This is an optimization exercise on Yosys and OpenROAD, whose aim is small area, a short achievable clock period and few clock cycles per item, not a production implementation.
Where RTL was checked, it was by simulation tests only, not by an equivalence proof against the original.
No functional check of the RTL was part of runs 1 to 3.
Power figures rest on the tool's default switching activity, not on a simulated workload.

==> flow/design.v, too long to show whole: its modules and the start of the top module <==
// module eots_unit: 40 lines
// module eots_sq: 220 lines
// module eots_mul: 341 lines
// module eased_overlay_transition_sequencer_core: 333 lines
module eased_overlay_transition_sequencer_core (
   input  wire                       clock,
   input  wire                       reset,
   input  wire                       req_tvalid,
   output logic                      req_tready,
   input  wire  [15:0]               req_tdata,    
   input  wire  [6:0]                req_tuser,    
   output logic                      rsp_tvalid,
   input  wire                       rsp_tready,
   output logic [eots_pkg::RSP_W-1:0] rsp_tdata,
   input  wire                       csr_write_enable,
   input  wire  [1:0]                csr_index,
   input  wire  [16:0]               csr_wdata
);
  // ...
==> flow/run.sh <==
#!/bin/bash
# synth_recipe.tcl (not shown) runs the flow's synth.tcl, then flattens the netlist and writes it again
# the make line also repeats each setting of config.mk as NAME=value (left out here)
make -C /OpenROAD-flow-scripts/flow DESIGN_CONFIG=/design/flow/config.mk WORK_HOME=/design/flow/orfs CLKGATE_MAP_FILE= SYNTH_SCRIPT=/design/flow/synth_recipe.tcl finish
==> flow/config.mk <==
export PLATFORM = sky130hd
export DESIGN_NAME = eased_overlay_transition_sequencer_core
export DESIGN_NICKNAME = eased_overlay_transition_sequencer_core
export VERILOG_FILES = /design/flow/design.v
export SDC_FILE = /design/flow/constraint.sdc
export NUM_CORES = 4
export LEC_CHECK = 0
export CAP_MARGIN = 20
export CORE_MARGIN = 2
export CORE_UTILIZATION = 40
export PLACE_DENSITY = 0.6
export SLEW_MARGIN = 20
==> flow/constraint.sdc <==
create_clock -name core_clock -period 8.0 [get_ports {clock}]
set_input_delay 1.6000 -clock core_clock [delete_from_list [all_inputs] [get_ports {clock}]]
set_output_delay 1.6000 -clock core_clock [all_outputs]
set_load 0.01 [all_outputs]
==> metrics.yaml, run 1 <==
crit_path_end: "s3_ff[11]"
rr_startpoint: "kind2_ff[1]"
routedWlPerCell_um: 18.0
swShare_pct: 41.9
crit_type: "reg2reg"
maxPowerGroup: "combinational cells"
crit_fanout: 10
routed_wl_um: 81300
top_layer: "met4"
crit_chain: "or3b_1 > a21o_1 > buf_4 > mux2_2 > nand2_1 > fa_1 > inv_1 > fa_1 > fa_1 > inv_1 > fa_1 > inv_1 > fa_1 > ha_1 > a21oi_1 > o21ai_0 > a221o_1 > a2111oi_0 > a21oi_1 > a21oi_1 > o21ai_1 > o21ai_0 > nand2b_1"
synth_top_family_by_area: "adder cells"
dp_cells: 4430
p_comb_w: 0.00556
crit_arrival_ns: 7.62
gp_congestion: 0.941
fin_area_sq_um: 34500
final_common_cell: "nor2_1"
cp.depth: 23
grtUsageMet2_pct: 34.0
antenna_found_initial: 1
cts.htree.levels: 2
multi_input_area_sq_um: 19300
status: "complete, no violations"
vdd_drop_max_mv: 0.268
ios: 137
tapCellCount: 978
ys.warnings.count: 3
largest-register: "dl_ff"
buf_share_pct: 5.20
core-area_sq_um: 75800
seqCellArea_sq_um: 9340
max_freq_ghz: 0.138
switchingPower_w: 0.00436
p_leak_nw: 15.0
wl_met1_um: 38200
async_flop_share_pct: 0
end_kind: "flip-flop"
finalHoldViolations: 0
mostFrequentLayoutCells: "nor2_1 (463), inv_1 (362), nand2_1 (330), a21oi_1 (234), fa_1 (232)"
==> module eased_overlay_transition_sequencer_core, before the edit <==
module eased_overlay_transition_sequencer_core (
   input  wire                       clock,
   input  wire                       reset,
   input  wire                       req_tvalid,
   output logic                      req_tready,
   input  wire  [15:0]               req_tdata,    
   input  wire  [6:0]                req_tuser,    
   output logic                      rsp_tvalid,
   input  wire                       rsp_tready,
   output logic [eots_pkg::RSP_W-1:0] rsp_tdata,
   input  wire                       csr_write_enable,
   input  wire  [1:0]                csr_index,
   input  wire  [16:0]               csr_wdata
);
   localparam int PW = eots_pkg::PW;
   localparam logic [PW-1:0] ONE = eots_pkg::ONE;
   localparam int DL = 8;
   localparam logic [2:0] T_TICK     = 3'd0;
   localparam logic [2:0] T_CLOSE    = 3'd1;
   localparam logic [2:0] T_OPEN     = 3'd2;
   localparam logic [2:0] T_COMPLETE = 3'd3;
   localparam logic [2:0] T_CANCEL   = 3'd4;
   localparam logic [2:0] T_NOP      = 3'd5;
   localparam logic [2:0] T_EMPTY    = 3'd7;
   localparam logic [2:0] U_KEEP  = 3'd0;    
   localparam logic [2:0] U_ZERO  = 3'd1;    
   localparam logic [2:0] U_ONE   = 3'd2;    
   localparam logic [2:0] U_TICK  = 3'd3;    
   localparam logic [2:0] U_EMPTY = 3'd7;    
   logic [11:0] scr_w_ff, scr_h_ff;
   logic [16:0] acap_ff;                     
   logic        rsp_valid_ff;
   logic        adv;
   logic        req_fire;
   logic        req_start;
   logic        nxt_busy_ff;
   logic [2:0]  dl_ff [DL];
   logic [2:0]  req_tok;
   logic [15:0] div_len, div_quo, div_rem;
   logic [3:0]  nxt_kind_ff;
   logic [1:0]  phase_ff;
   logic [3:0]  kind_ff;
   logic [15:0] qinc_ff;      
   logic [15:0] rinc_ff;      
   logic [15:0] rdec_ff;      
   logic        imm_ff;       
   logic [15:0] q_ff;         
   logic [15:0] r_ff;         
   logic [2:0]  u1_ff;
   logic [1:0]  ph1_ff;
   logic        done1_ff;
   logic        open1_ff;
   logic [2:0]  u2_ff;
   logic [1:0]  ph2_ff;
   logic        done2_ff;
   logic [3:0]  kind2_ff;
   logic [15:0] y2_ff;        
   logic        nege2_ff;     
   logic        negf2_ff;     
   logic [2:0]  u3_ff;
   logic [1:0]  ph3_ff;
   logic        done3_ff;
   logic [3:0]  kind3_ff;
   logic [15:0] y3_ff;
   logic        nege3_ff;
   logic        negf3_ff;
   logic [11:0] s3_ff;        
   logic [1:0]  o_phase_ff;
   logic [16:0] o_prog_ff, o_alpha_ff;
   logic [12:0] o_x_ff, o_y_ff;
   logic [11:0] o_w_ff, o_h_ff;
   logic        o_done_ff;
   assign adv       = !rsp_valid_ff || rsp_tready;
   assign req_start = (req_tuser[2:0] == eots_pkg::ACT_CLOSE) ||
                      (req_tuser[2:0] == eots_pkg::ACT_OPEN);
   assign req_tready = adv && !(nxt_busy_ff && req_start);
   assign req_fire   = req_tvalid && req_tready && !reset;
   always_comb begin
      unique case (req_tuser[2:0])
         eots_pkg::ACT_TICK:     req_tok = T_TICK;
         eots_pkg::ACT_CLOSE:    req_tok = T_CLOSE;
         eots_pkg::ACT_OPEN:     req_tok = T_OPEN;
         eots_pkg::ACT_COMPLETE: req_tok = T_COMPLETE;
         eots_pkg::ACT_CANCEL:   req_tok = T_CANCEL;
         default:                req_tok = T_NOP;
      endcase
   end
   always_ff @(posedge clock) begin
      if (reset) begin
         scr_w_ff <= eots_pkg::SCREEN_W_RST;
         scr_h_ff <= eots_pkg::SCREEN_H_RST;
         acap_ff  <= ONE;
      end else if (csr_write_enable) begin
         unique case (csr_index)
            eots_pkg::CSR_SCREEN_W:   scr_w_ff <= csr_wdata[11:0];
            eots_pkg::CSR_SCREEN_H:   scr_h_ff <= csr_wdata[11:0];
            eots_pkg::CSR_BASE_ALPHA: acap_ff  <= (csr_wdata > ONE) ? ONE : csr_wdata;
            default: begin
            end
         endcase
      end
   end
   always_ff @(posedge clock) begin
      if (reset) begin
         for (int i = 0; i < DL; i++) dl_ff[i] <= T_EMPTY;
      end else if (adv) begin
         dl_ff[0] <= req_fire ? req_tok : T_EMPTY;
         for (int i = 1; i < DL; i++) dl_ff[i] <= dl_ff[i-1];
      end
   end
   logic div_start;
   assign div_start = req_fire && req_start;
   eots_unit u_unit (
      .clock (clock),
      .reset (reset),
      .start (div_start),
      .len   (req_tdata),
      .len_q (div_len),
      .quo   (div_quo),
      .rem   (div_rem)
   );
   always_ff @(posedge clock) begin
      if (div_start) nxt_kind_ff <= req_tuser[6:3];
   end
   logic [2:0]  tok;
   logic        active;
   logic        c_step;
   logic [15:0] r_sub, r_add;
   logic [16:0] q_sum;
   logic        tick_done;
   logic        apply;
   assign tok       = dl_ff[DL-1];
   assign active    = (phase_ff == eots_pkg::PH_OPENING) || (phase_ff == eots_pkg::PH_CLOSING);
   assign r_sub     = r_ff - rdec_ff;
   assign c_step    = (r_ff >= rdec_ff);
   assign r_add     = r_ff + rinc_ff;
   assign q_sum     = {1'b0, q_ff} + {1'b0, qinc_ff} + {16'd0, c_step};
   assign tick_done = imm_ff || q_sum[16];
   assign apply     = adv && ((tok == T_OPEN) || (tok == T_CLOSE));
   always_ff @(posedge clock) begin
      if (reset) nxt_busy_ff <= 1'b0;
      else if (div_start) nxt_busy_ff <= 1'b1;
      else if (apply) nxt_busy_ff <= 1'b0;
   end
   always_ff @(posedge clock) begin
      if (reset) begin
         phase_ff <= eots_pkg::PH_IDLE;
         kind_ff  <= eots_pkg::KIND_FADE;
         u1_ff    <= U_EMPTY;
         ph1_ff   <= eots_pkg::PH_IDLE;
         done1_ff <= 1'b0;
         open1_ff <= 1'b0;
      end else if (adv) begin
         u1_ff    <= U_KEEP;
         done1_ff <= 1'b0;
         open1_ff <= (phase_ff == eots_pkg::PH_OPENING);
         ph1_ff   <= phase_ff;
         unique case (tok)
            T_TICK: begin
               if (active) begin
                  u1_ff <= U_TICK;
                  if (tick_done) begin
                     phase_ff <= eots_pkg::PH_COMPLETED;
                     ph1_ff   <= eots_pkg::PH_COMPLETED;
                     done1_ff <= 1'b1;
                  end
               end
            end
            T_CLOSE, T_OPEN: begin
               phase_ff <= (tok == T_CLOSE) ? eots_pkg::PH_CLOSING : eots_pkg::PH_OPENING;
               ph1_ff   <= (tok == T_CLOSE) ? eots_pkg::PH_CLOSING : eots_pkg::PH_OPENING;
               kind_ff  <= nxt_kind_ff;
               u1_ff    <= U_ZERO;
            end
            T_COMPLETE: begin
               phase_ff <= eots_pkg::PH_COMPLETED;
               ph1_ff   <= eots_pkg::PH_COMPLETED;
               done1_ff <= 1'b1;
               u1_ff    <= U_ONE;
            end
            T_CANCEL: begin
               phase_ff <= eots_pkg::PH_IDLE;
               ph1_ff   <= eots_pkg::PH_IDLE;
               u1_ff    <= U_ZERO;
            end
            T_NOP: begin
            end
            default: begin
               u1_ff <= U_EMPTY;
            end
         endcase
      end
   end
   always_ff @(posedge clock) begin
      if (adv) begin
         if (tok == T_OPEN || tok == T_CLOSE) begin
            qinc_ff <= div_quo;
            rinc_ff <= div_rem;
            rdec_ff <= div_len - div_rem;
            imm_ff  <= (div_len[15:1] == 15'd0);
            q_ff    <= 16'd0;
            r_ff    <= 16'd0;
         end else if (tok == T_TICK && active) begin
            q_ff <= q_sum[15:0];
            r_ff <= c_step ? r_sub : r_add;
         end
      end
   end
   logic [14:0] sq_x;
   logic        sq_hi;
   logic        nege;
   logic [15:0] sq_y;
   assign sq_x  = done1_ff ? 15'd0 : (q_ff[14:0] ^ {15{q_ff[15]}});
   assign sq_hi = q_ff[15] && !done1_ff;
   assign nege  = q_ff[15] || done1_ff;
   eots_sq u_sq (
      .x  (sq_x),
      .hi (sq_hi),
      .y  (sq_y)
   );
   always_ff @(posedge clock) begin
      if (reset) begin
         u2_ff <= U_EMPTY;
         u3_ff <= U_EMPTY;
      end else if (adv) begin
         u2_ff <= u1_ff;
         u3_ff <= u2_ff;
      end
   end
   always_ff @(posedge clock) begin
      if (adv) begin
         ph2_ff   <= ph1_ff;
         done2_ff <= done1_ff;
         kind2_ff <= kind_ff;
         y2_ff    <= sq_y;
         nege2_ff <= nege;
         negf2_ff <= nege ^ open1_ff;
      end
   end
   logic        use_h;
   logic [11:0] scr_s;
   logic [15:0] mul_t;
   logic [11:0] s_px;
   assign use_h = (kind2_ff == eots_pkg::KIND_SLIDE_U) || (kind2_ff == eots_pkg::KIND_SLIDE_D);
   assign scr_s = use_h ? scr_h_ff : scr_w_ff;
   assign mul_t = y2_ff ^ {16{negf2_ff}};
   eots_mul u_mul (
      .a   (scr_s),
      .t   (mul_t),
      .neg (negf2_ff),
      .s   (s_px)
   );
   always_ff @(posedge clock) begin
      if (adv) begin
         ph3_ff   <= ph2_ff;
         done3_ff <= done2_ff;
         kind3_ff <= kind2_ff;
         y3_ff    <= y2_ff;
         nege3_ff <= nege2_ff;
         negf3_ff <= negf2_ff;
         s3_ff    <= s_px;
      end
   end
   logic [16:0] y_ext, y_cmp, eased, eff;
   logic        s_neg;
   logic [11:0] scr_s3;
   logic [12:0] diff;
   always_comb begin
      y_ext  = {1'b0, y3_ff};
      y_cmp  = ONE - y_ext;
      eased  = nege3_ff ? y_cmp : y_ext;
      eff    = negf3_ff ? y_cmp : y_ext;
      s_neg  = (kind3_ff == eots_pkg::KIND_SLIDE_L) || (kind3_ff == eots_pkg::KIND_SLIDE_U);
      scr_s3 = ((kind3_ff == eots_pkg::KIND_SLIDE_U) || (kind3_ff == eots_pkg::KIND_SLIDE_D))
               ? scr_h_ff : scr_w_ff;
      diff   = s_neg ? 13'(s3_ff) - 13'(scr_s3) : 13'(scr_s3) - 13'(s3_ff);
   end
   always_ff @(posedge clock) begin
      if (reset) begin
         rsp_valid_ff <= 1'b0;
         o_phase_ff   <= eots_pkg::PH_IDLE;
         o_prog_ff    <= '0;
         o_alpha_ff   <= ONE;
         o_x_ff       <= 13'd0;
         o_y_ff       <= 13'd0;
         o_w_ff       <= eots_pkg::SCREEN_W_RST;
         o_h_ff       <= eots_pkg::SCREEN_H_RST;
         o_done_ff    <= 1'b0;
      end else if (adv) begin
         rsp_valid_ff <= (u3_ff != U_EMPTY);
         if (u3_ff != U_EMPTY) begin
            o_phase_ff <= ph3_ff;
            o_done_ff  <= done3_ff;
         end
         unique case (u3_ff)
            U_ZERO: o_prog_ff <= '0;
            U_ONE:  o_prog_ff <= ONE;
            U_TICK: begin
               o_prog_ff <= eased;
               unique case (kind3_ff)
                  eots_pkg::KIND_FADE, eots_pkg::KIND_CIRCLE_A, eots_pkg::KIND_CIRCLE_B: begin
                     o_alpha_ff <= eff;
                  end
                  eots_pkg::KIND_SLIDE_L, eots_pkg::KIND_SLIDE_R: begin
                     o_x_ff     <= diff;
                     o_y_ff     <= 13'd0;
                     o_alpha_ff <= acap_ff;
                  end
                  eots_pkg::KIND_SLIDE_U, eots_pkg::KIND_SLIDE_D: begin
                     o_x_ff     <= 13'd0;
                     o_y_ff     <= diff;
                     o_alpha_ff <= acap_ff;
                  end
                  eots_pkg::KIND_WIPE_L, eots_pkg::KIND_WIPE_R: begin
                     o_w_ff     <= s3_ff;
                     o_h_ff     <= scr_h_ff;
                     o_x_ff     <= (kind3_ff == eots_pkg::KIND_WIPE_R) ? diff : 13'd0;
                     o_y_ff     <= 13'd0;
                     o_alpha_ff <= acap_ff;
                  end
                  default: begin
                  end
               endcase
            end
            default: begin
            end
         endcase
      end
   end
   assign rsp_tvalid = rsp_valid_ff;
   assign rsp_tdata  = {o_done_ff, (o_phase_ff != eots_pkg::PH_IDLE), o_h_ff, o_w_ff,
                        o_y_ff, o_x_ff, o_alpha_ff, o_prog_ff, o_phase_ff};
endmodule
==> run 2: changes to the inputs <==
--- a/flow/design.v
+++ b/flow/design.v
@@ -678,11 +678,14 @@
    localparam logic [2:0] T_CANCEL   = 3'd4;
    localparam logic [2:0] T_NOP      = 3'd5;
    localparam logic [2:0] T_EMPTY    = 3'd7;
-   localparam logic [2:0] U_KEEP  = 3'd0;    
-   localparam logic [2:0] U_ZERO  = 3'd1;    
-   localparam logic [2:0] U_ONE   = 3'd2;    
-   localparam logic [2:0] U_TICK  = 3'd3;    
-   localparam logic [2:0] U_EMPTY = 3'd7;    
+   localparam logic [2:0] U_KEEP     = 3'd0;    
+   localparam logic [2:0] U_OPEN     = 3'd1;    
+   localparam logic [2:0] U_CLOSE    = 3'd2;    
+   localparam logic [2:0] U_CANCEL   = 3'd3;    
+   localparam logic [2:0] U_COMPLETE = 3'd4;    
+   localparam logic [2:0] U_TICK     = 3'd5;    
+   localparam logic [2:0] U_LAST     = 3'd6;    
+   localparam logic [2:0] U_EMPTY    = 3'd7;    
    logic [11:0] scr_w_ff, scr_h_ff;
    logic [16:0] acap_ff;                     
    logic        rsp_valid_ff;
@@ -698,24 +701,19 @@
    logic [3:0]  kind_ff;
    logic [15:0] qinc_ff;      
    logic [15:0] rinc_ff;      
-   logic [15:0] rdec_ff;      
+   logic [16:0] rdec_ff;      
    logic        imm_ff;       
    logic [15:0] q_ff;         
-   logic [15:0] r_ff;         
+   logic [16:0] e_ff;         
    logic [2:0]  u1_ff;
-   logic [1:0]  ph1_ff;
-   logic        done1_ff;
    logic        open1_ff;
    logic [2:0]  u2_ff;
-   logic [1:0]  ph2_ff;
-   logic        done2_ff;
    logic [3:0]  kind2_ff;
+   logic        useh2_ff;
    logic [15:0] y2_ff;        
    logic        nege2_ff;     
    logic        negf2_ff;     
    logic [2:0]  u3_ff;
-   logic [1:0]  ph3_ff;
-   logic        done3_ff;
    logic [3:0]  kind3_ff;
    logic [15:0] y3_ff;
    logic        nege3_ff;
@@ -726,9 +724,9 @@
    logic [12:0] o_x_ff, o_y_ff;
    logic [11:0] o_w_ff, o_h_ff;
    logic        o_done_ff;
-   assign adv       = !rsp_valid_ff || rsp_tready;
-   assign req_start = (req_tuser[2:0] == eots_pkg::ACT_CLOSE) ||
-                      (req_tuser[2:0] == eots_pkg::ACT_OPEN);
+   assign adv        = !rsp_valid_ff || rsp_tready;
+   assign req_start  = (req_tuser[2:0] == eots_pkg::ACT_CLOSE) ||
+                       (req_tuser[2:0] == eots_pkg::ACT_OPEN);
    assign req_tready = adv && !(nxt_busy_ff && req_start);
    assign req_fire   = req_tvalid && req_tready && !reset;
    always_comb begin
@@ -750,7 +748,7 @@
          unique case (csr_index)
             eots_pkg::CSR_SCREEN_W:   scr_w_ff <= csr_wdata[11:0];
             eots_pkg::CSR_SCREEN_H:   scr_h_ff <= csr_wdata[11:0];
-            eots_pkg::CSR_BASE_ALPHA: acap_ff  <= (csr_wdata > ONE) ? ONE : csr_wdata;
+            eots_pkg::CSR_BASE_ALPHA: acap_ff  <= csr_wdata[16] ? ONE : csr_wdata;
             default: begin
             end
          endcase
@@ -781,18 +779,17 @@
    logic [2:0]  tok;
    logic        active;
    logic        c_step;
-   logic [15:0] r_sub, r_add;
    logic [16:0] q_sum;
    logic        tick_done;
    logic        apply;
+   logic [16:0] rdec_new;
    assign tok       = dl_ff[DL-1];
    assign active    = (phase_ff == eots_pkg::PH_OPENING) || (phase_ff == eots_pkg::PH_CLOSING);
-   assign r_sub     = r_ff - rdec_ff;
-   assign c_step    = (r_ff >= rdec_ff);
-   assign r_add     = r_ff + rinc_ff;
+   assign c_step    = !e_ff[16];
    assign q_sum     = {1'b0, q_ff} + {1'b0, qinc_ff} + {16'd0, c_step};
    assign tick_done = imm_ff || q_sum[16];
    assign apply     = adv && ((tok == T_OPEN) || (tok == T_CLOSE));
+   assign rdec_new  = {1'b0, div_rem} - {1'b0, div_len};
    always_ff @(posedge clock) begin
       if (reset) nxt_busy_ff <= 1'b0;
       else if (div_start) nxt_busy_ff <= 1'b1;
@@ -803,43 +800,40 @@
          phase_ff <= eots_pkg::PH_IDLE;
          kind_ff  <= eots_pkg::KIND_FADE;
          u1_ff    <= U_EMPTY;
-         ph1_ff   <= eots_pkg::PH_IDLE;
-         done1_ff <= 1'b0;
          open1_ff <= 1'b0;
       end else if (adv) begin
-         u1_ff    <= U_KEEP;
-         done1_ff <= 1'b0;
          open1_ff <= (phase_ff == eots_pkg::PH_OPENING);
-         ph1_ff   <= phase_ff;
          unique case (tok)
             T_TICK: begin
-               if (active) begin
+               if (!active) begin
+                  u1_ff <= U_KEEP;
+               end else if (tick_done) begin
+                  u1_ff    <= U_LAST;
+                  phase_ff <= eots_pkg::PH_COMPLETED;
+               end else begin
                   u1_ff <= U_TICK;
-                  if (tick_done) begin
-                     phase_ff <= eots_pkg::PH_COMPLETED;
-                     ph1_ff   <= eots_pkg::PH_COMPLETED;
-                     done1_ff <= 1'b1;
-                  end
                end
             end
-            T_CLOSE, T_OPEN: begin
-               phase_ff <= (tok == T_CLOSE) ? eots_pkg::PH_CLOSING : eots_pkg::PH_OPENING;
-               ph1_ff   <= (tok == T_CLOSE) ? eots_pkg::PH_CLOSING : eots_pkg::PH_OPENING;
+            T_CLOSE: begin
+               phase_ff <= eots_pkg::PH_CLOSING;
                kind_ff  <= nxt_kind_ff;
-               u1_ff    <= U_ZERO;
+               u1_ff    <= U_CLOSE;
+            end
+            T_OPEN: begin
+               phase_ff <= eots_pkg::PH_OPENING;
+               kind_ff  <= nxt_kind_ff;
+               u1_ff    <= U_OPEN;
             end
             T_COMPLETE: begin
                phase_ff <= eots_pkg::PH_COMPLETED;
-               ph1_ff   <= eots_pkg::PH_COMPLETED;
-               done1_ff <= 1'b1;
-               u1_ff    <= U_ONE;
+               u1_ff    <= U_COMPLETE;
             end
             T_CANCEL: begin
                phase_ff <= eots_pkg::PH_IDLE;
-               ph1_ff   <= eots_pkg::PH_IDLE;
-               u1_ff    <= U_ZERO;
+               u1_ff    <= U_CANCEL;
             end
             T_NOP: begin
+               u1_ff <= U_KEEP;
             end
             default: begin
                u1_ff <= U_EMPTY;
@@ -852,23 +846,25 @@
          if (tok == T_OPEN || tok == T_CLOSE) begin
             qinc_ff <= div_quo;
             rinc_ff <= div_rem;
-            rdec_ff <= div_len - div_rem;
+            rdec_ff <= rdec_new;
             imm_ff  <= (div_len[15:1] == 15'd0);
             q_ff    <= 16'd0;
-            r_ff    <= 16'd0;
+            e_ff    <= rdec_new;
          end else if (tok == T_TICK && active) begin
             q_ff <= q_sum[15:0];
-            r_ff <= c_step ? r_sub : r_add;
+            e_ff <= e_ff + (c_step ? rdec_ff : {1'b0, rinc_ff});
          end
       end
    end
+   logic        last1;
    logic [14:0] sq_x;
    logic        sq_hi;
    logic        nege;
    logic [15:0] sq_y;
-   assign sq_x  = done1_ff ? 15'd0 : (q_ff[14:0] ^ {15{q_ff[15]}});
-   assign sq_hi = q_ff[15] && !done1_ff;
-   assign nege  = q_ff[15] || done1_ff;
+   assign last1 = (u1_ff == U_LAST);
+   assign sq_x  = last1 ? 15'd0 : (q_ff[14:0] ^ {15{q_ff[15]}});
+   assign sq_hi = q_ff[15] && !last1;
+   assign nege  = q_ff[15] || last1;
    eots_sq u_sq (
       .x  (sq_x),
       .hi (sq_hi),
@@ -885,20 +881,17 @@
    end
    always_ff @(posedge clock) begin
       if (adv) begin
-         ph2_ff   <= ph1_ff;
-         done2_ff <= done1_ff;
          kind2_ff <= kind_ff;
+         useh2_ff <= (kind_ff == eots_pkg::KIND_SLIDE_U) || (kind_ff == eots_pkg::KIND_SLIDE_D);
          y2_ff    <= sq_y;
          nege2_ff <= nege;
          negf2_ff <= nege ^ open1_ff;
       end
    end
-   logic        use_h;
    logic [11:0] scr_s;
    logic [15:0] mul_t;
    logic [11:0] s_px;
-   assign use_h = (kind2_ff == eots_pkg::KIND_SLIDE_U) || (kind2_ff == eots_pkg::KIND_SLIDE_D);
-   assign scr_s = use_h ? scr_h_ff : scr_w_ff;
+   assign scr_s = useh2_ff ? scr_h_ff : scr_w_ff;
    assign mul_t = y2_ff ^ {16{negf2_ff}};
    eots_mul u_mul (
       .a   (scr_s),
@@ -908,8 +901,6 @@
    );
    always_ff @(posedge clock) begin
       if (adv) begin
-         ph3_ff   <= ph2_ff;
-         done3_ff <= done2_ff;
          kind3_ff <= kind2_ff;
          y3_ff    <= y2_ff;
          nege3_ff <= nege2_ff;
@@ -921,6 +912,7 @@
    logic        s_neg;
    logic [11:0] scr_s3;
    logic [12:0] diff;
+   logic        tick3;
    always_comb begin
       y_ext  = {1'b0, y3_ff};
       y_cmp  = ONE - y_ext;
@@ -930,6 +922,7 @@
       scr_s3 = ((kind3_ff == eots_pkg::KIND_SLIDE_U) || (kind3_ff == eots_pkg::KIND_SLIDE_D))
                ? scr_h_ff : scr_w_ff;
       diff   = s_neg ? 13'(s3_ff) - 13'(scr_s3) : 13'(scr_s3) - 13'(s3_ff);
+      tick3  = (u3_ff == U_TICK) || (u3_ff == U_LAST);
    end
    always_ff @(posedge clock) begin
       if (reset) begin
@@ -944,43 +937,50 @@
          o_done_ff    <= 1'b0;
       end else if (adv) begin
          rsp_valid_ff <= (u3_ff != U_EMPTY);
-         if (u3_ff != U_EMPTY) begin
-            o_phase_ff <= ph3_ff;
-            o_done_ff  <= done3_ff;
-         end
          unique case (u3_ff)
-            U_ZERO: o_prog_ff <= '0;
-            U_ONE:  o_prog_ff <= ONE;
-            U_TICK: begin
-               o_prog_ff <= eased;
-               unique case (kind3_ff)
-                  eots_pkg::KIND_FADE, eots_pkg::KIND_CIRCLE_A, eots_pkg::KIND_CIRCLE_B: begin
-                     o_alpha_ff <= eff;
-                  end
-                  eots_pkg::KIND_SLIDE_L, eots_pkg::KIND_SLIDE_R: begin
-                     o_x_ff     <= diff;
-                     o_y_ff     <= 13'd0;
-                     o_alpha_ff <= acap_ff;
-                  end
-                  eots_pkg::KIND_SLIDE_U, eots_pkg::KIND_SLIDE_D: begin
-                     o_x_ff     <= 13'd0;
-                     o_y_ff     <= diff;
-                     o_alpha_ff <= acap_ff;
-                  end
-                  eots_pkg::KIND_WIPE_L, eots_pkg::KIND_WIPE_R: begin
-                     o_w_ff     <= s3_ff;
-                     o_h_ff     <= scr_h_ff;
-                     o_x_ff     <= (kind3_ff == eots_pkg::KIND_WIPE_R) ? diff : 13'd0;
-                     o_y_ff     <= 13'd0;
-                     o_alpha_ff <= acap_ff;
-                  end
-                  default: begin
-                  end
-               endcase
+            U_KEEP:     begin o_done_ff <= 1'b0; end
+            U_OPEN:     begin o_done_ff <= 1'b0; o_phase_ff <= eots_pkg::PH_OPENING; end
+            U_CLOSE:    begin o_done_ff <= 1'b0; o_phase_ff <= eots_pkg::PH_CLOSING; end
+            U_CANCEL:   begin o_done_ff <= 1'b0; o_phase_ff <= eots_pkg::PH_IDLE; end
+            U_COMPLETE: begin o_done_ff <= 1'b1; o_phase_ff <= eots_pkg::PH_COMPLETED; end
+            U_TICK:     begin o_done_ff <= 1'b0; end
+            U_LAST:     begin o_done_ff <= 1'b1; o_phase_ff <= eots_pkg::PH_COMPLETED; end
+            default: begin
             end
+         endcase
+         unique case (u3_ff)
+            U_OPEN, U_CLOSE, U_CANCEL: o_prog_ff <= '0;
+            U_COMPLETE:                o_prog_ff <= ONE;
+            U_TICK, U_LAST:            o_prog_ff <= eased;
             default: begin
             end
          endcase
+         if (tick3) begin
+            unique case (kind3_ff)
+               eots_pkg::KIND_FADE, eots_pkg::KIND_CIRCLE_A, eots_pkg::KIND_CIRCLE_B: begin
+                  o_alpha_ff <= eff;
+               end
+               eots_pkg::KIND_SLIDE_L, eots_pkg::KIND_SLIDE_R: begin
+                  o_x_ff     <= diff;
+                  o_y_ff     <= 13'd0;
+                  o_alpha_ff <= acap_ff;
+               end
+               eots_pkg::KIND_SLIDE_U, eots_pkg::KIND_SLIDE_D: begin
+                  o_x_ff     <= 13'd0;
+                  o_y_ff     <= diff;
+                  o_alpha_ff <= acap_ff;
+               end
+               eots_pkg::KIND_WIPE_L, eots_pkg::KIND_WIPE_R: begin
+                  o_w_ff     <= s3_ff;
+                  o_h_ff     <= scr_h_ff;
+                  o_x_ff     <= (kind3_ff == eots_pkg::KIND_WIPE_R) ? diff : 13'd0;
+                  o_y_ff     <= 13'd0;
+                  o_alpha_ff <= acap_ff;
+               end
+               default: begin
+               end
+            endcase
+         end
       end
    end
    assign rsp_tvalid = rsp_valid_ff;
--- a/flow/config.mk
+++ b/flow/config.mk
@@ -5,8 +5,10 @@
 export SDC_FILE = /design/flow/constraint.sdc
 export NUM_CORES = 4
 export LEC_CHECK = 0
+export ABC_CLOCK_PERIOD_IN_PS = 4500
 export CAP_MARGIN = 20
 export CORE_MARGIN = 2
 export CORE_UTILIZATION = 40
 export PLACE_DENSITY = 0.6
+export SETUP_SLACK_MARGIN = 3.5
 export SLEW_MARGIN = 20
==> run 2 against run 1 <==
Against the previous run:
- still clean
- die area decreased by 4.3%
- final cell count fell by 1.4%
- cell area is 5.6% higher
==> metrics.yaml, run 2 <==
synth_mux_area_share_pct: 2.86  # was 2.14%
slew_viol_final: 0  # unchanged
hp-class: "reg2reg"  # unchanged
grt_start_max_net_pins: 87  # was 98
numCtsBuffers: 42  # unchanged
yosysTopAreaCell: "edfxtp_1"  # unchanged
drive_gt1_share_pct: 16.4  # was 6.09%
fin_setup_tns_ns: 0  # unchanged
mostFrequentLayoutCells: "nand2_1 (383), nor2_1 (364), inv_1 (337), fa_1 (223), edfxtp_1 (192)"  # was nor2_1 (463), inv_1 (362), nand2_1 (330), a21oi_1 (234), fa_1 (232)
crit_arrival_ns: 6.51  # was 7.62 ns
synth_fa_ha_area_share_pct: 24.9  # was 24.5%
ios: 137  # unchanged
postSynthAreaPerCell_sq_um: 9.23  # was 8.99 sq um
async_flop_share_pct: 0  # unchanged
end_kind: "flip-flop"  # unchanged
crit_buf_inv: 6  # was 4
dp_cells: 4180  # was 4430
synthSimpleGateAreaFrac_pct: 17.2  # was 18.3%
p_leak_nw: 15.9  # was 15.0 nW
final_common_cell: "nand2_1"  # was nor2_1
yosysMostFrequentCell: "nand2_1"  # was nor2_1
swShare_pct: 42.8  # was 41.9%
cellPowerDensity_nw_per_um2: 370  # was 301 nW/um^2
synthXorXnorAreaFrac_pct: 5.87  # was 5.02%
crit_fanout: 8  # was 10
clock_latency_ns: 0.57  # was 0.62 ns
fin_skew_ns: 0.0203  # was 0.0616 ns
place_area_sq_um: 32200  # was 33000 sq um
slowest_stage: "fa_1"  # unchanged
whs_path_depth: 0  # unchanged
pre_cts_slack_ns: 1.01  # was 0.727 ns
rsz0062_at_grt: "yes"  # was no
diodes: 0  # unchanged
setup_viol: 0  # unchanged
fin_area_sq_um: 36500  # was 34500 sq um
maxSlewHeadroom_pct: 35.0  # was 31.9%
synth_edf_count: 192  # was 195
place_hpwl_um: 58300  # was 63200 um
portBuffers: 136  # unchanged
ys.flop_type: "edfxtp_1"  # unchanged
netlist_top_cells_area: "edfxtp_1 (20%), fa_1 (16%), dfxtp_1 (12%)"  # was edfxtp_1 (19%), fa_1 (15%), dfxtp_1 (11%)
cts_hold_buf: 0  # unchanged
nets: 3941  # was 4002
cts_root_buf: "clkbuf_16"  # unchanged
maxCapViolations: 0  # unchanged
worst_setup_path_start_kind: "flip-flop"  # unchanged
vias: 23100  # was 23600
drt_iter0_drc: 1466  # was 1601
fill_cells: 6695  # was 7361
critical_path_required_ns: 8.32  # was 8.35 ns
max-clock-path-buffers: 3  # unchanged
drc: 0  # unchanged
status: "complete, no violations"  # unchanged
crit_family: "adder cells"  # unchanged
largest-register: "dl_ff"  # unchanged
drtPass1Iterations: 6  # was 5
die_area_sq_um: 75300  # was 78600 sq um
crit_chain: "buf_12 > buf_12 > mux2_4 > nand2b_4 > fa_1 > fa_1 > inv_2 > fa_1 > inv_1 > fa_1 > inv_2 > fa_1 > ha_4 > a211o_1 > a211o_1 > o31a_1 > o211ai_1 > buf_4 > a21oi_4 > o41ai_4 > and2b_1 > xnor2_1"  # was or3b_1 > a21o_1 > buf_4 > mux2_2 > nand2_1 > fa_1 > inv_1 > fa_1 > fa_1 > inv_1 > fa_1 > inv_1 > fa_1 > ha_1 > a21oi_1 > o21ai_0 > a221o_1 > a2111oi_0 > a21oi_1 > a21oi_1 > o21ai_1 > o21ai_0 > nand2b_1
gp_congestion: 0.906  # was 0.941
synth_compound_area_share_pct: 11.4  # was 13.1%
max_freq_ghz: 0.162  # was 0.138 GHz
die_w_um: 274  # was 280 um
finalHoldViolations: 0  # unchanged
grt.overflow.total: 0  # unchanged
crit_type: "reg2reg"  # unchanged
vdd_drop_max_mv: 0.400  # was 0.268 mV
period_share_pct: 77.4  # was 90.9%
routed_wl_um: 80400  # was 81300 um
largest_register_ffs: 24  # unchanged
grt_pass1_vias: 23400  # was 23300
core-area_sq_um: 72700  # was 75800 sq um
seq_area_frac_synth_pct: 31.6  # was 30.6%
ys_seq_elements: 365  # was 369
layout.cells.non_filler: 4443  # was 4508
synth_top_family_by_area: "adder cells"  # unchanged
worstMarginPinSlew_ns: 0.975  # was 0.993 ns
cts_tree: "built"  # unchanged
synth_top_area_share_pct: 19.7  # was 19.2%
start_util_pct: 40.2  # was 40.3%
synth_cells: 3167  # was 3399
grtUsageTotal_pct: 21.5  # was 20.9%
fin_ws_ns: 1.81  # was 0.730 ns
netlist_area_sq_um: 29200  # was 30600 sq um
rows: 99  # was 101
switchingPower_w: 0.00577  # was 0.00436 W
areaGrowthSynthToFinish_pct: 24.7  # was 12.9%
ys.warnings.count: 3  # unchanged
worst_path_largest_cell_delay_ns: 0.54  # was 0.56 ns
ant_nets: 0  # unchanged
power_frac_clock_pct: 13.9  # was 19.3%
p_seq_share_pct: 21.6  # was 27.3%
cp.depth: 22  # was 23
cts.sinks: 365  # was 369
routedWlPerCell_um: 18.1  # was 18.0 um
pwr-share-comb_pct: 64.5  # was 53.5%
cts.htree.levels: 2  # unchanged
p_int_w: 0.00773  # was 0.00604 W
synth_common_cells: "nand2_1 (404), nor2_1 (379), inv_1 (355), fa_1 (231), ha_1 (213)"  # was nor2_1 (464), inv_1 (364), nand2_1 (330), a21oi_1 (234), fa_1 (232)
die_h_um: 274  # was 280 um
r2r_cells: 22  # was 23
post-route-min-period_ns: 6.19  # was 7.27 ns
crit_top_cell: "fa_1"  # unchanged
vias_per_cell: 5.19  # was 5.24
grt_pass1_wl_um: 128000  # was 130000 um
clk_pin_slew_ns: 0.07  # was 0.06 ns
antenna_found_initial: 1  # unchanged
ys_types: 98  # was 92
==> run 2: cell count changes after synthesis, moves of 30 or more <==
cell / change
a21oi_1: -44
nor2_1: -85
o21ai_0: -41
clkbuf_1: -40
nand2b_1: -30
nand2_1: +74
==> run 2: worst paths after layout <==
path / slack [ns] / end / from
worst max register to register: 1.81 / s3_ff[10] / useh2_ff
worst min-delay path: 0.41 / kind3_ff[0] / kind2_ff[0]
worst max-delay path: 1.81 / s3_ff[10] / useh2_ff
worst min register to register: 0.41 / kind3_ff[0] / kind2_ff[0]
==> run 2: repair_timing <==
action / 4_1_cts / 5_1_grt
buffers inserted: 132 / 45
cloned: 8 / 0
setup endpoints to repair: 53 / 55
gates resized for setup: 194 / 97
pin swaps: 97 / 71
==> run 2: layout make-up <==
cell class	instances	area, sq um	area share [%]
clock inverters	12	85.1	0.233
multi-input cells	2338	20000	54.9
repair buffers	346	3340	9.15
well taps	959	1200	3.29
clock buffers	66	1230	3.39
flip-flops and latches	365	9230	25.3
inverters	357	1350	3.70
==> run 2: logic make-up (layout without fill, tap and decap cells) <==
group,Yosys count,count (layout)
other cells,1,7
fa+ha+maj,444,444
simple gates,1106,1107
flops,365,365
compound gates,505,506
xor+xnor,195,195
mux,79,79
buf+inv,472,781
==> run 2: layer usage <==
layer	wire length, um	part of all wire, %	track usage [%]	up-vias
met5	12	0.015	0	-
met4	2730	3.4	7.29	2
met3	4040	5.0	3.03	152
met2	39000	48	37.0	604
met1	34600	43	27.6	11200
li1	-	-	-	11100
==> run 2: power groups by stage <==
stage	clock (W)	combinational, W	sequential, W
global placement	0	0.00697	0.00295
detailed placement	0	0.00699	0.00295
finish	0.00187	0.00871	0.00292
floorplan	0	0.00539	0.00280
CTS	0.00191	0.00805	0.00291
global route	0.00198	0.00967	0.00296
==> run 2: worst register-to-register path, cell delays in order, from the launching register on <==
cell and delay, ns:
edfxtp_1 0.42, buf_12 0.18, buf_12 0.15, mux2_4 0.36
nand2b_4 0.09, fa_1 0.46, fa_1 0.54, inv_2 0.04
fa_1 0.53, inv_1 0.05, fa_1 0.49, inv_2 0.04
fa_1 0.53, ha_4 0.22, a211o_1 0.32, a211o_1 0.23
o31a_1 0.29, o211ai_1 0.21, buf_4 0.18, a21oi_4 0.08
o41ai_4 0.25, and2b_1 0.21, xnor2_1 0.07
==> run 2: through the flow <==
step,util [%],hold WS (ns),power [W]
floorplan,-,0.400,0.00819
global placement,44.3,0.402,0.00992
detailed placement,44.3,0.405,0.00994
CTS,49.1,0.418,0.0129
global route,50.1,0.426,0.0146
finish,50.1,0.414,0.0135
==> run 3: changes to the inputs <==
--- a/flow/config.mk
+++ b/flow/config.mk
@@ -5,10 +5,10 @@
 export SDC_FILE = /design/flow/constraint.sdc
 export NUM_CORES = 4
 export LEC_CHECK = 0
-export ABC_CLOCK_PERIOD_IN_PS = 4500
+export ABC_CLOCK_PERIOD_IN_PS = 3500
 export CAP_MARGIN = 20
 export CORE_MARGIN = 2
 export CORE_UTILIZATION = 40
 export PLACE_DENSITY = 0.6
-export SETUP_SLACK_MARGIN = 3.5
+export SETUP_SLACK_MARGIN = 4.5
 export SLEW_MARGIN = 20
==> run 3 against run 2 <==
Against the previous run:
- critical path type unchanged
- worst hold slack better by 0.0061 ns
- synthesized cell count unchanged
- die area stayed put
- setup slack gained 0.0047 ns
==> metrics.yaml, run 3 <==
status: "complete, no violations"  # unchanged
p_seq_share_pct: 21.1  # was 21.6%
cts.htree.levels: 2  # unchanged
fin_area_sq_um: 37600  # was 36500 sq um
met1_usage_pct: 27.4  # was 27.6%
portBuffers: 136  # unchanged
diodes: 0  # unchanged
largest_register_ffs: 24  # unchanged
routedWlPerCell_um: 18.0  # was 18.1 um
nets: 4009  # was 3941
ys.warnings.count: 3  # unchanged
rsz0062_at_grt: "yes"  # unchanged
final_common_cell: "nand2_1"  # unchanged
max_freq_ghz: 0.162  # about the same
ys_types: 98  # unchanged
areaGrowthSynthToFinish_pct: 28.6  # was 24.7%
routed_wl_um: 81000  # was 80400 um
cts_root_buf: "clkbuf_16"  # unchanged
period_share_pct: 77.3  # was 77.4%
seq_area_frac_synth_pct: 31.6  # unchanged
r2r_end: "s3_ff[11]"  # was s3_ff[10]
mostFrequentLayoutCells: "nand2_1 (390), nor2_1 (356), inv_1 (341), fa_1 (225), buf_4 (221)"  # was nand2_1 (383), nor2_1 (364), inv_1 (337), fa_1 (223), edfxtp_1 (192)
rr_startpoint: "useh2_ff"  # unchanged
grt_util_met3_pct: 2.99  # was 3.03%
whs_path_depth: 0  # unchanged
pwr-share-comb_pct: 64.2  # was 64.5%
busiest_layer: "met2"  # unchanged
netlist_area_sq_um: 29200  # unchanged
crit_type: "reg2reg"  # unchanged
swShare_pct: 42.3  # was 42.8%
cts_hold_buf: 0  # unchanged
worst_setup_path_start_kind: "flip-flop"  # unchanged
vias_per_cell: 5.20  # was 5.19
p_int_w: 0.00801  # was 0.00773 W
hp-class: "reg2reg"  # unchanged
vdd_drop_max_mv: 0.278  # was 0.400 mV
fin_setup_tns_ns: 0  # unchanged
crit_arrival_ns: 6.49  # was 6.51 ns
grtUsageMet2_pct: 37.1  # was 37.0%
min_from: "kind2_ff[2]"  # was kind2_ff[0]
synth_edf_count: 192  # unchanged
largest-register: "dl_ff"  # unchanged
switchingPower_w: 0.00586  # was 0.00577 W
die_area_sq_um: 75300  # unchanged
netlist_top_cells_area: "edfxtp_1 (20%), fa_1 (16%), dfxtp_1 (12%)"  # unchanged
cts.sinks: 365  # unchanged
core-area_sq_um: 72700  # unchanged
maxCapViolations: 0  # unchanged
clk_pin_slew_ns: 0.06  # was 0.07 ns
antenna_found_initial: 0  # was 1
layout.cells.non_filler: 4509  # was 4443
drtPass1Iterations: 5  # was 6
die_w_um: 274  # unchanged
maxSlewHeadroom_pct: 28.6  # was 35.0%
start_util_pct: 40.2  # unchanged
yosysMostFrequentCell: "nand2_1"  # unchanged
place_area_sq_um: 32200  # about the same
r2r_cells: 22  # unchanged
async_flop_share_pct: 0  # unchanged
grt_start_max_net_pins: 73  # was 87
drive_gt1_share_pct: 20.0  # was 16.4%
fin_skew_ns: 0.00958  # was 0.0203 ns
grt_pass1_wl_um: 128000  # about the same
grt_pass1_vias: 23700  # was 23400
grtUsageTotal_pct: 21.4  # was 21.5%
ys_seq_elements: 365  # unchanged
slew_viol_final: 0  # unchanged
cts_tree: "built"  # unchanged
ios: 137  # unchanged
setup_viol: 0  # unchanged
cellPowerDensity_nw_per_um2: 369  # was 370 nW/um^2
p_leak_nw: 16.4  # was 15.9 nW
grt.overflow.total: 0  # unchanged
vias: 23400  # was 23100
ant_nets: 0  # unchanged
crit_fanout: 6  # was 8
r2r_slack_ns: 1.82  # was 1.81 ns
dp_cells: 4181  # was 4180
finalHoldViolations: 0  # unchanged
fill_cells: 6589  # was 6695
synth_common_cells: "nand2_1 (404), nor2_1 (379), inv_1 (355), fa_1 (231), ha_1 (213)"  # unchanged
drc: 0  # unchanged
drt_iter0_drc: 1382  # was 1466
worstMarginPinSlew_ns: 1.07  # was 0.975 ns
power_frac_clock_pct: 14.7  # was 13.9%
whs_endpoint: "kind3_ff[2]"  # was kind3_ff[0]
synth_cells: 3167  # unchanged
numCtsBuffers: 41  # was 42
die_h_um: 274  # unchanged
rows: 99  # unchanged
timing.hold.ws_ns: 0.420  # was 0.414 ns
clock_latency_ns: 0.56  # was 0.57 ns
postSynthAreaPerCell_sq_um: 9.23  # unchanged
synth_top_area_share_pct: 19.7  # unchanged
max-clock-path-buffers: 3  # unchanged
yosysTopAreaCell: "edfxtp_1"  # unchanged
place_hpwl_um: 58300  # about the same
ys.flop_type: "edfxtp_1"  # unchanged
gp_congestion: 0.898  # was 0.906
critical_path_required_ns: 8.31  # was 8.32 ns
end_kind: "flip-flop"  # unchanged
post-route-min-period_ns: 6.18  # was 6.19 ns
-- run 3: cell counts after synthesis --
Identical to the previous run, type by type.
-- run 3: power groups by stage --
stage	clock network, W	logic (W)	registers [W]
after floorplan	0	0.00539	0.00280
after global placement	0	0.00703	0.00296
after detailed placement	0	0.00708	0.00296
after CTS	0.00208	0.00830	0.00293
after global routing	0.00215	0.00986	0.00297
final	0.00204	0.00889	0.00293
-- run 3: kinds of logic after synthesis --
| kind of cell | count (synthesis) | synth area share, % |
|---|---|---|
| AO/OA/AOI/OAI | 505 | 11.4 |
| XOR/XNOR | 195 | 5.87 |
| adder cells (fa/ha/maj) | 444 | 24.9 |
| buffers and inverters | 472 | 6.18 |
| flip-flops | 365 | 31.6 |
| multiplexers | 79 | 2.86 |
| other | 1 | 0.0128 |
| AND/OR/NAND/NOR | 1106 | 17.2 |
-- run 3: how the worst max path moves through the flow --
stage | start | endpoint | slack (ns) | depth (start not counted)
2_1_floorplan | negf2_ff | s3_ff[9] | 2.13 | 22
3_3_place_gp | useh2_ff | s3_ff[10] | 1.13 | 19
3_5_place_dp | useh2_ff | s3_ff[11] | 1.04 | 19
4_1_cts | useh2_ff | s3_ff[10] | 1.85 | 22
5_1_grt | useh2_ff | s3_ff[10] | 1.55 | 22
6_report | useh2_ff | s3_ff[11] | 1.82 | 22
-- run 3: repair_timing --
action / in CTS / in global routing
pin swaps: 117 / 115
gates cloned: 7 / 2
endpoints found under the setup margin: 249 / 156
resized for setup: 259 / 146
setup buffers: 174 / 70
-- run 3: layout make-up --
class | instances | area, sq um | share of cell area, %
well taps | 959 | 1200 | 3.19
clock buffers | 55 | 1190 | 3.17
clock inverters | 20 | 264 | 0.702
inverters | 357 | 1360 | 3.61
multi-input cells | 2337 | 20400 | 54.3
repair buffers | 416 | 3930 | 10.4
flip-flops and latches | 365 | 9230 | 24.6
-- run 3: per-stage QoR --
stage               setup WS [ns]  utilization, %  total power, W
floorplan                    2.13               -         0.00819
global route                 1.55            51.7          0.0150
CTS                          1.85            50.0          0.0133
finish                       1.82            51.7          0.0139
detailed placement           1.04            44.3          0.0100
global placement             1.13            44.3         0.00999
-- run 3: worst max-delay path: stages (launching register included) --
cell and delay, ns:
edfxtp_1 0.44, buf_12 0.17, buf_8 0.13, mux2i_4 0.33, nor2_2 0.09, fa_1 0.57
fa_2 0.44, fa_1 0.55, inv_1 0.06, fa_1 0.48, inv_1 0.05, fa_1 0.43
ha_1 0.32, a21o_1 0.16, a21o_1 0.17, a211o_1 0.26, o31a_1 0.35, o211ai_1 0.18
buf_4 0.17, a21oi_4 0.07, o41ai_4 0.22, and2b_1 0.21, o21bai_1 0.08
-- run 3: routing by layer --
metal | part of all wire [%] | vias to the layer above
met5 | 0 | -
met2 | 49 | 667
met3 | 5.2 | 157
met1 | 42 | 11300
met4 | 3.3 | 0
li1 | - | 11300
==> module eots_unit, before the edit <==
module eots_unit (
   input  wire         clock,
   input  wire         reset,
   input  wire         start,      
   input  wire  [15:0] len,
   output logic [15:0] len_q,      
   output logic [15:0] quo,        
   output logic [15:0] rem         
);
   logic [2:0] cnt_ff;
   function automatic logic [31:0] div_step(input logic [15:0] r, input logic [15:0] q,
                                            input logic [15:0] d);
      logic [16:0] r2;
      logic [17:0] t;
      r2 = {r, 1'b0};
      t  = {1'b0, r2} - {2'b00, d};
      if (!t[17]) div_step = {t[15:0], q[14:0], 1'b1};
      else        div_step = {r2[15:0], q[14:0], 1'b0};
   endfunction
   logic [31:0] s1, s2, l1, l2;
   always_comb begin
      s1 = div_step(rem, quo, len_q);
      s2 = div_step(s1[31:16], s1[15:0], len_q);
      l1 = div_step(16'd1, 16'd0, len);
      l2 = div_step(l1[31:16], l1[15:0], len);
   end
   always_ff @(posedge clock) begin
      if (start) begin
         len_q <= len;
         rem   <= l2[31:16];
         quo   <= l2[15:0];
      end else if (cnt_ff != 3'd0) begin
         rem <= s2[31:16];
         quo <= s2[15:0];
      end
      if (reset)      cnt_ff <= 3'd0;
      else if (start) cnt_ff <= 3'd7;
      else if (cnt_ff != 3'd0) cnt_ff <= cnt_ff - 3'd1;
   end
endmodule
==> run 4: changes to the inputs <==
--- a/flow/design.v
+++ b/flow/design.v
@@ -68,18 +68,28 @@
       if (!t[17]) div_step = {t[15:0], q[14:0], 1'b1};
       else        div_step = {r2[15:0], q[14:0], 1'b0};
    endfunction
-   logic [31:0] s1, s2, l1, l2;
+   logic [31:0] s1, s2;
+   logic [15:0] l_rem, l_quo;
    always_comb begin
       s1 = div_step(rem, quo, len_q);
       s2 = div_step(s1[31:16], s1[15:0], len_q);
-      l1 = div_step(16'd1, 16'd0, len);
-      l2 = div_step(l1[31:16], l1[15:0], len);
+   end
+   always_comb begin
+      if (len[15:3] != 13'd0 || len[2:0] >= 3'd5) begin
+         l_rem = 16'd4; l_quo = 16'd0;
+      end else if (len[2:0] == 3'd2) begin
+         l_rem = 16'd0; l_quo = 16'd2;
+      end else if (len[2:0] == 3'd3) begin
+         l_rem = 16'd1; l_quo = 16'd1;
+      end else begin
+         l_rem = 16'd0; l_quo = 16'd1;
+      end
    end
    always_ff @(posedge clock) begin
       if (start) begin
          len_q <= len;
-         rem   <= l2[31:16];
-         quo   <= l2[15:0];
+         rem   <= l_rem;
+         quo   <= l_quo;
       end else if (cnt_ff != 3'd0) begin
          rem <= s2[31:16];
          quo <= s2[15:0];
@@ -693,6 +703,15 @@
    logic        req_fire;
    logic        req_start;
    logic        nxt_busy_ff;
+   logic        rdy_ff;
+   logic        skid_v_ff;
+   logic [2:0]  skid_tok_ff;
+   logic [15:0] skid_len_ff;
+   logic [3:0]  skid_kind_ff;
+   logic        div_free;
+   logic        skid_start;
+   logic        go_skid;
+   logic        go_req;
    logic [2:0]  dl_ff [DL];
    logic [2:0]  req_tok;
    logic [15:0] div_len, div_quo, div_rem;
@@ -727,8 +746,8 @@
    assign adv        = !rsp_valid_ff || rsp_tready;
    assign req_start  = (req_tuser[2:0] == eots_pkg::ACT_CLOSE) ||
                        (req_tuser[2:0] == eots_pkg::ACT_OPEN);
-   assign req_tready = adv && !(nxt_busy_ff && req_start);
-   assign req_fire   = req_tvalid && req_tready && !reset;
+   assign req_tready = rdy_ff;
+   assign req_fire   = req_tvalid && rdy_ff && !reset;
    always_comb begin
       unique case (req_tuser[2:0])
          eots_pkg::ACT_TICK:     req_tok = T_TICK;
@@ -754,39 +773,68 @@
          endcase
       end
    end
+   logic apply;
+   assign div_free   = !nxt_busy_ff || apply;
+   assign skid_start = (skid_tok_ff == T_OPEN) || (skid_tok_ff == T_CLOSE);
+   assign go_skid    = skid_v_ff && adv && (!skid_start || div_free);
+   assign go_req     = req_fire && adv && (!req_start || div_free);
    always_ff @(posedge clock) begin
       if (reset) begin
          for (int i = 0; i < DL; i++) dl_ff[i] <= T_EMPTY;
       end else if (adv) begin
-         dl_ff[0] <= req_fire ? req_tok : T_EMPTY;
+         dl_ff[0] <= go_skid ? skid_tok_ff : (go_req ? req_tok : T_EMPTY);
          for (int i = 1; i < DL; i++) dl_ff[i] <= dl_ff[i-1];
       end
    end
-   logic div_start;
-   assign div_start = req_fire && req_start;
+   always_ff @(posedge clock) begin
+      if (reset) begin
+         skid_v_ff <= 1'b0;
+         rdy_ff    <= 1'b1;
+      end else begin
+         if (skid_v_ff) begin
+            skid_v_ff <= !go_skid;
+            rdy_ff    <= go_skid;
+         end else begin
+            skid_v_ff <= req_fire && !go_req;
+            rdy_ff    <= !(req_fire && !go_req);
+         end
+      end
+   end
+   always_ff @(posedge clock) begin
+      if (!skid_v_ff) begin
+         skid_tok_ff  <= req_tok;
+         skid_len_ff  <= req_tdata;
+         skid_kind_ff <= req_tuser[6:3];
+      end
+   end
+   logic        div_start;
+   logic [15:0] div_len_in;
+   assign div_start  = (go_skid && skid_start) || (go_req && req_start);
+   assign div_len_in = go_skid ? skid_len_ff : req_tdata;
    eots_unit u_unit (
       .clock (clock),
       .reset (reset),
       .start (div_start),
-      .len   (req_tdata),
+      .len   (div_len_in),
       .len_q (div_len),
       .quo   (div_quo),
       .rem   (div_rem)
    );
    always_ff @(posedge clock) begin
-      if (div_start) nxt_kind_ff <= req_tuser[6:3];
+      if (div_start) nxt_kind_ff <= go_skid ? skid_kind_ff : req_tuser[6:3];
    end
    logic [2:0]  tok;
    logic        active;
    logic        c_step;
+   logic [17:0] q_sum2;
    logic [16:0] q_sum;
    logic        tick_done;
-   logic        apply;
    logic [16:0] rdec_new;
    assign tok       = dl_ff[DL-1];
    assign active    = (phase_ff == eots_pkg::PH_OPENING) || (phase_ff == eots_pkg::PH_CLOSING);
    assign c_step    = !e_ff[16];
-   assign q_sum     = {1'b0, q_ff} + {1'b0, qinc_ff} + {16'd0, c_step};
+   assign q_sum2    = {1'b0, q_ff, 1'b1} + {1'b0, qinc_ff, c_step};
+   assign q_sum     = q_sum2[17:1];
    assign tick_done = imm_ff || q_sum[16];
    assign apply     = adv && ((tok == T_OPEN) || (tok == T_CLOSE));
    assign rdec_new  = {1'b0, div_rem} - {1'b0, div_len};
@@ -912,6 +960,7 @@
    logic        s_neg;
    logic [11:0] scr_s3;
    logic [12:0] diff;
+   logic [13:0] diff2;
    logic        tick3;
    always_comb begin
       y_ext  = {1'b0, y3_ff};
@@ -921,7 +970,8 @@
       s_neg  = (kind3_ff == eots_pkg::KIND_SLIDE_L) || (kind3_ff == eots_pkg::KIND_SLIDE_U);
       scr_s3 = ((kind3_ff == eots_pkg::KIND_SLIDE_U) || (kind3_ff == eots_pkg::KIND_SLIDE_D))
                ? scr_h_ff : scr_w_ff;
-      diff   = s_neg ? 13'(s3_ff) - 13'(scr_s3) : 13'(scr_s3) - 13'(s3_ff);
+      diff2  = {13'(s3_ff) ^ {13{!s_neg}}, 1'b1} + {13'(scr_s3) ^ {13{s_neg}}, 1'b1};
+      diff   = diff2[13:1];
       tick3  = (u3_ff == U_TICK) || (u3_ff == U_LAST);
    end
    always_ff @(posedge clock) begin
--- a/flow/config.mk
+++ b/flow/config.mk
@@ -5,10 +5,8 @@
 export SDC_FILE = /design/flow/constraint.sdc
 export NUM_CORES = 4
 export LEC_CHECK = 0
-export ABC_CLOCK_PERIOD_IN_PS = 3500
 export CAP_MARGIN = 20
 export CORE_MARGIN = 2
 export CORE_UTILIZATION = 40
 export PLACE_DENSITY = 0.6
-export SETUP_SLACK_MARGIN = 4.5
 export SLEW_MARGIN = 20
==> run 4 against run 3 <==
Against the previous run:
- setup slack worse by 0.88 ns
- highest routed layer unchanged
- global-route usage down 1.2 points
- utilization down 6.4 points
- flip-flop and latch count up 25
- combinational power down 22%
- sequential share of layout area up 5.1 points
- synthesized cell count up 1.3%
- critical endpoint is now s3_ff[10]
- register-to-register slack worse by 0.88 ns
- critical path depth down 2
- via count down 3.5%
==> metrics.yaml, run 4 <==
grtUsageTotal_pct: 20.2  # was 21.4%
nets: 3768  # was 4009
die_w_um: 277  # was 274 um
synth_mux_area_share_pct: 2.79  # was 2.86%
routedWlPerCell_um: 18.0  # about the same
worst_setup_path_start_kind: "flip-flop"  # unchanged
ys_types: 89  # was 98
cts.htree.levels: 2  # unchanged
ys_seq_elements: 390  # was 365
numCtsBuffers: 43  # was 41
cts.sinks: 390  # was 365
synth_fa_ha_area_share_pct: 23.2  # was 24.9%
synth_compound_area_share_pct: 11.9  # was 11.4%
crit_arrival_ns: 7.42  # was 6.49 ns
fin_setup_tns_ns: 0  # unchanged
pre_cts_slack_ns: 0.941  # was 1.04 ns
max_freq_ghz: 0.142  # was 0.162 GHz
cellPowerDensity_nw_per_um2: 356  # was 369 nW/um^2
synth_common_cells: "nor2_1 (414), nand2_1 (385), inv_1 (313), fa_1 (229), edfxtp_1 (215)"  # was nand2_1 (404), nor2_1 (379), inv_1 (355), fa_1 (231), ha_1 (213)
drt_iter0_drc: 1620  # was 1382
synthXorXnorAreaFrac_pct: 5.50  # was 5.87%
fin_ws_ns: 0.939  # was 1.82 ns
r2r_slack_ns: 0.94  # was 1.82 ns
setup_viol: 0  # unchanged
grt.overflow.total: 0  # unchanged
finalHoldViolations: 0  # unchanged
ant_nets: 0  # unchanged
rsz0062_at_grt: "no"  # was yes
crit_type: "reg2reg"  # unchanged
period_share_pct: 88.3  # was 77.3%
synth_cells: 3207  # was 3167
cts_resized: 0  # was 259
synth_edf_count: 215  # was 192
max-clock-path-buffers: 3  # unchanged
rows: 100  # was 99
core-area_sq_um: 74100  # was 72700 sq um
synth_top_area_share_pct: 21.7  # was 19.7%
grt_pass1_vias: 22100  # was 23700
fin_skew_ns: 0.0359  # was 0.00958 ns
maxCapViolations: 0  # unchanged
cts_hold_buf: 0  # unchanged
p_leak_nw: 14.1  # was 16.4 nW
status: "complete, no violations"  # unchanged
hp-class: "reg2reg"  # unchanged
synthSimpleGateAreaFrac_pct: 17.5  # was 17.2%
r2r_cells: 20  # was 22
rr_startpoint: "negf2_ff"  # was useh2_ff
portBuffers: 136  # unchanged
clk_pin_slew_ns: 0.07  # was 0.06 ns
maxSlewHeadroom_pct: 34.2  # was 28.6%
grt_start_max_net_pins: 71  # was 73
r2r_end: "s3_ff[10]"  # was s3_ff[11]
fin_area_sq_um: 33500  # was 37600 sq um
finalPower_w: 0.0120  # was 0.0139 W
seq_area_frac_synth_pct: 33.5  # was 31.6%
gp_congestion: 0.944  # was 0.898
ys.flop_type: "edfxtp_1"  # unchanged
synth_top_family_by_area: "adder cells"  # unchanged
drtPass1Iterations: 5  # unchanged
cts_tree: "built"  # unchanged
clock_latency_ns: 0.60  # was 0.56 ns
yosysMostFrequentCell: "nor2_1"  # was nand2_1
mostFrequentLayoutCells: "nor2_1 (414), nand2_1 (385), inv_1 (312), fa_1 (229), edfxtp_1 (215)"  # was nand2_1 (390), nor2_1 (356), inv_1 (341), fa_1 (225), buf_4 (221)
antenna_found_initial: 0  # unchanged
slew_viol_final: 0  # unchanged
post-route-min-period_ns: 7.06  # was 6.18 ns
post-cts-setup-buffers: 0  # was 174
final_util_pct: 45.3  # was 51.7%
largest_register_ffs: 24  # unchanged
place_hpwl_um: 59800  # was 58300 um
postSynthAreaPerCell_sq_um: 9.28  # was 9.23 sq um
vias: 22600  # was 23400
min_from: "kind2_ff[1]"  # was kind2_ff[2]
whs_endpoint: "kind3_ff[1]"  # was kind3_ff[2]
whs_path_depth: 0  # unchanged
fill_cells: 7164  # was 6589
ys.warnings.count: 3  # unchanged
diodes: 0  # unchanged
worstSetupStartpoint: "negf2_ff"  # was useh2_ff
drc: 0  # unchanged
crit_fanout: 27  # was 6
start_util_pct: 40.2  # about the same
end_kind: "flip-flop"  # unchanged
ios: 137  # unchanged
vias_per_cell: 5.25  # was 5.20
drive_gt1_share_pct: 6.02  # was 20.0%
netlist_area_sq_um: 29800  # was 29200 sq um
die_h_um: 277  # was 274 um
die_area_sq_um: 76600  # was 75300 sq um
cts_root_buf: "clkbuf_16"  # unchanged
critical_path_required_ns: 8.36  # was 8.31 ns
async_flop_share_pct: 0  # unchanged
final_common_cell: "nor2_1"  # was nand2_1
netlist_top_cells_area: "edfxtp_1 (22%), fa_1 (15%), dfxtp_1 (12%)"  # was edfxtp_1 (20%), fa_1 (16%), dfxtp_1 (12%)
worstMarginPinSlew_ns: 0.959  # was 1.07 ns
seqCellArea_sq_um: 9960  # was 9230 sq um
grt_pass1_wl_um: 124000  # was 128000 um
vdd_drop_max_mv: 0.548  # was 0.278 mV
place_area_sq_um: 32200  # about the same
yosysTopAreaCell: "edfxtp_1"  # unchanged
multi_input_area_sq_um: 18200  # was 20400 sq um
routed_wl_um: 77600  # was 81000 um
areaGrowthSynthToFinish_pct: 12.7  # was 28.6%
largest-register: "dl_ff"  # unchanged
[run 4: layout make-up]
cell class,instances,area share [%]
well taps,969,3.61
inverters,315,3.53
multi-input cells,2375,54.2
flip-flops and latches,390,29.7
repair buffers,182,5.08
clock buffers,68,3.61
clock inverters,11,0.317
[run 4: where the power goes]
group	leakage (nW)	switching, W	internal, W
logic	9.98	0.00405	0.00291
clock network	0.640	0.000843	0.00105
registers	3.53	0.000393	0.00271
total	14.1	0.00529	0.00667
[run 4: worst max-delay path by stage]
| stage | endpoint | slack (ns) |
|---|---|---|
| detailed placement | s3_ff[10] | 0.94 |
| finish | s3_ff[10] | 0.94 |
| CTS | s3_ff[10] | 0.94 |
| floorplan | e_ff[0] | 0.06 |
| global placement | s3_ff[10] | 1.02 |
| global route | s3_ff[10] | 0.54 |
[run 4: routing by layer]
layer / share of wire (%) / global-route usage, %
met1: 46 / 28.2
met5: 0 / 0
met4: 2.6 / 5.69
met2: 47 / 33.0
met3: 4.7 / 2.44
[run 4: cell families (layout without fill, tap and decap cells)]
kind of cell / count (synthesis) / after routing
AOI/OAI and AO/OA: 550 / 550
xor gates and xnor gates: 187 / 187
adders and majority gates: 414 / 414
buffers and inverters: 442 / 576
DFF: 390 / 390
muxes: 77 / 77
and+or+nand+nor: 1147 / 1147
[run 4: worst max-delay path, stage by stage (launching register included)]
cell and delay (ns):
edfxtp_1 0.70, buf_4 0.39, xnor2_1 0.75, nor2_1 0.10, ha_1 0.31, inv_1 0.05
fa_1 0.55, inv_1 0.06, fa_1 0.50, inv_1 0.06, fa_1 0.53, inv_1 0.05
fa_1 0.42, ha_1 0.39, and4_1 0.23, a221o_1 0.35, nand3_1 0.12, o221ai_2 0.20
o2111a_1 0.36, o41a_1 0.39, o32a_1 0.28
[run 4: metrics by stage]
step,hold slack (ns),instances
2_1_floorplan,0.400,3207
3_3_place_gp,0.403,4231
3_5_place_dp,0.405,4231
4_1_cts,0.419,4310
5_1_grt,0.424,4310
6_report,0.417,4310
Testbench counts of run 4, summed over its fixed seeds: cycles 7,492, items 7,142.

## what the ideal ports hide
In the flow no input, the clock included, has a driving cell. The finished layouts below were timed again as built, in two steps. Step 1, drivers: a clkbuf_16 drives clock and a buf_2 each remaining input, both assumed. Step 2, shift: input delay + t, output delay - t, t = (earliest + latest rising clock arrival at the registers) / 2. This alone moves slack from input paths to output paths. Three values: ideal ports, drivers, drivers and shift; two values: the first two.
run | shift t [ns] | setup slack, ns | hold WS [ns] | clock arrival spread, ns | slew at the worst register clock pin (ns)
run 1 | 0.647 | 0.730 / 0.730 / 0.730 | 0.416 / 0.416 / 0.416 | 0.062 / 0.062 | 0.06 / 0.06
run 2 | 0.612 | 1.811 / 1.811 / 1.811 | 0.414 / 0.414 / 0.414 | 0.022 / 0.022 | 0.07 / 0.07
run 3 | 0.609 | 1.816 / 1.816 / 1.816 | 0.420 / 0.420 / 0.420 | 0.012 / 0.012 | 0.06 / 0.06
run 4 | 0.647 | 0.939 / 0.939 / 0.939 | 0.417 / 0.417 / 0.417 | 0.038 / 0.039 | 0.07 / 0.07
After both steps every run listed still meets setup and hold.
